Context: an optimization exercise on an open-source flow, tuned for small area, a short achievable clock period and few clock cycles. The choices shown serve that exercise and are no tape-out recipe. In this exercise RTL edits were held to simulation tests only and were not proved equivalent to the original. Power and IR drop assume default switching activity.

Setup of job 4526:
// lc4_core
module lc4_core (
  input  wire        gwe,
  input  wire        i_rst_n,
  input  wire [15:0] i_imem_data,
  output wire [15:0] o_imem_addr,
  output wire        o_retire_valid,
  output wire [15:0] o_retire_pc,
  output wire [15:0] o_retire_insn,
  output wire        o_retire_regfile_we,
  output wire [2:0]  o_retire_wsel,
  output wire [15:0] o_retire_result,
  output wire        o_retire_nzp_we,
  output wire [2:0]  o_retire_nzp
);
==> flow/config.mk <==
export PLATFORM = sky130hd
export DESIGN_NAME = lc4_core
export DESIGN_NICKNAME = lc4_core
export VERILOG_FILES = /design/flow/design.v
export SDC_FILE = /design/flow/constraint.sdc
export NUM_CORES = 4
export LEC_CHECK = 0
export CAP_MARGIN = 20
export CORE_MARGIN = 2
export CORE_UTILIZATION = 55
export CTS_BUF_LIST = sky130_fd_sc_hd__clkbuf_8 sky130_fd_sc_hd__clkbuf_16
export CTS_CLUSTER_DIAMETER = 80
export CTS_CLUSTER_SIZE = 24
export SETUP_SLACK_MARGIN = 2.3
export SLEW_MARGIN = 20
export TNS_END_PERCENT = 0
==> flow/constraint.sdc <==
create_clock -name core_clock -period 4.6 [get_ports {gwe}]
set_input_delay 0.9200 -clock core_clock [delete_from_list [all_inputs] [get_ports {gwe}]]
set_output_delay 0.9200 -clock core_clock [all_outputs]
set_load 0.01 [all_outputs]
standard.sh (not shown) runs the stock make flow with config.mk's settings and CLKGATE_MAP_FILE= SYNTH_SCRIPT=/design/flow/synth_recipe.tcl, a recipe that flattens the netlist after the stock synthesis.
==> flow/flow/run.sh <==
#!/bin/bash
# The standard layout, with buf_2 as the cell that buffers each input and output
# port (the default picks a delay cell). Everything else is the standard.sh.
set -euo pipefail
export BUFFER_PORTS_ARGS="-buffer_cell sky130_fd_sc_hd__buf_2"
bash standard.sh > standard.log 2>&1
The final layout from job 4526, which completed every stage, passed the timing, DRC and antenna checks at the end of the flow.
Testbench counts of job 4526, summed over its fixed seeds: cycles 24,008.
[inputs] job 7041 vs job 4526
==> flow/config.mk <==
export PLATFORM = sky130hd
export DESIGN_NAME = lc4_core
export DESIGN_NICKNAME = lc4_core
export VERILOG_FILES = /design/flow/design.v
export SDC_FILE = /design/flow/constraint.sdc
export NUM_CORES = 4
export LEC_CHECK = 0
export CAP_MARGIN = 20
export CORE_MARGIN = 2
export CORE_UTILIZATION = 40
export CTS_BUF_LIST = sky130_fd_sc_hd__clkbuf_4 sky130_fd_sc_hd__clkbuf_8
export SETUP_SLACK_MARGIN = 2.0
export SLEW_MARGIN = 20
[summary]
- Relative to job 4526, total met2 wirelength after detailed routing has gone up in job 7041.
- Job 7041 against job 4526: cell count saw an increase, aggregate routed wire length saw an increase.
> inputs changed (job 7041 -> job 9166)
diff --git a/flow/config.mk b/flow/config.mk
--- a/flow/config.mk
+++ b/flow/config.mk
@@ -8,6 +8,7 @@
 export CAP_MARGIN = 20
 export CORE_MARGIN = 2
-export CORE_UTILIZATION = 40
+export CORE_UTILIZATION = 55
 export CTS_BUF_LIST = sky130_fd_sc_hd__clkbuf_4 sky130_fd_sc_hd__clkbuf_8
 export SETUP_SLACK_MARGIN = 2.0
 export SLEW_MARGIN = 20
+export TNS_END_PERCENT = 5
## What came out
The lower final worst setup slack of job 9166 and job 7041 is in job 9166.
From job 7041 to job 9166, maximum number of buffers from clock root to sink did not move at all.
Final hold slack essentially unchanged between job 9166 and job 7041.
Between job 9166 and job 7041, the wire length of the first global-routing pass is lower for job 9166.
Fmax: job 9166 lower than job 7041
Worst ir drop on vdd: job 9166 worse than job 7041
Job 9166 vs. job 7041: effective utilization at floorplan went up by 15 points.
Edits applied to the flow inputs when going from job 9166 to job 185:
diff --git a/flow/config.mk b/flow/config.mk
--- a/flow/config.mk
+++ b/flow/config.mk
@@ -8,5 +8,5 @@
 export CAP_MARGIN = 20
 export CORE_MARGIN = 2
-export CORE_UTILIZATION = 55
+export CORE_UTILIZATION = 40
 export CTS_BUF_LIST = sky130_fd_sc_hd__clkbuf_4 sky130_fd_sc_hd__clkbuf_8
 export SETUP_SLACK_MARGIN = 2.0
- Density: job 185 sparser than job 9166
- Of the two values seen for slowest cell on the critical path, nor4_4 was produced by job 9166 and dfxtp_2 by job 185.
- Final standard cell area without fillers in job 185 is about 3.5% above job 9166.
- From job 9166 to job 185 the numbers moved as follows: relative area change from synthesis to final layout has increased; sequential share of layout area has decreased; wire length on met2 has increased.
Input-level comparison between job 8819 and job 185:
diff --git a/flow/config.mk b/flow/config.mk
--- a/flow/config.mk
+++ b/flow/config.mk
@@ -8,6 +8,8 @@
 export CAP_MARGIN = 20
 export CORE_MARGIN = 2
-export CORE_UTILIZATION = 40
-export CTS_BUF_LIST = sky130_fd_sc_hd__clkbuf_4 sky130_fd_sc_hd__clkbuf_8
+export CORE_UTILIZATION = 55
+export CTS_BUF_LIST = sky130_fd_sc_hd__clkbuf_8 sky130_fd_sc_hd__clkbuf_16
+export CTS_CLUSTER_DIAMETER = 80
+export CTS_CLUSTER_SIZE = 24
 export SETUP_SLACK_MARGIN = 2.0
 export SLEW_MARGIN = 20
--- outcome ---
Job 8819 leaves more setup margin than job 185.
Comparing job 8819 and job 185, post-synthesis to final-layout area growth is lower on job 8819.
Job 8819 finished every step from synthesis to the final layout, and the layout passed the timing, DRC and antenna checks.
Looking at classification of the worst setup path, the flip-flop to output pin result is from job 185; the flip-flop to flip-flop one comes from job 8819.
Diff job 8819 and job 185: routed wire length higher in job 185
Against job 185 as the reference, job 8819 delivers a higher mean number of vias per cell.
Relative to job 185, fraction of layout instances using a drive strength above 1 has gone down in job 8819.
Reported for job 8819 and job 185, count of unresolved DRC violations after routing turned out identical to the last digit.
On fmax, job 8819 and job 185 are basically level.
Going from job 185 to job 8819, the sequential share of cell area was found to have gone up by 2.4 points.

[afterwards: timing with drivers on the ports]
The results above use ideal ports. As a check the final layouts listed here were re-extracted and re-timed, cells and wires unchanged. Step 1 assumes that a clkbuf_16 drives the clock port and a buf_2 every other input. Step 2 times the ports against the registers' clock, not the clock port: input delays grow and output delays shrink by t, the midpoint of the rising clock arrivals with the driver on. a / b / c = no drivers / after step 1 / after step 2; a / b = the first two.
run	shift t [ns]	slack for setup (ns)	worst slew at a driven data input, ns
job 4526	0.554	1.936 / 1.914 / 1.412	0.05
job 7041	0.616	1.905 / 1.853 / 1.456	0.04
job 9166	0.591	1.847 / 1.801 / 1.407	0.04
job 185	0.617	1.898 / 1.847 / 1.401	0.07
job 8819	0.545	1.903 / 1.873 / 1.476	0.05
After both steps every run listed still meets setup and hold. For job 4526, which loses most, drivers alone change the setup slack by -0.022 ns; drivers and shift together by -0.524 ns.
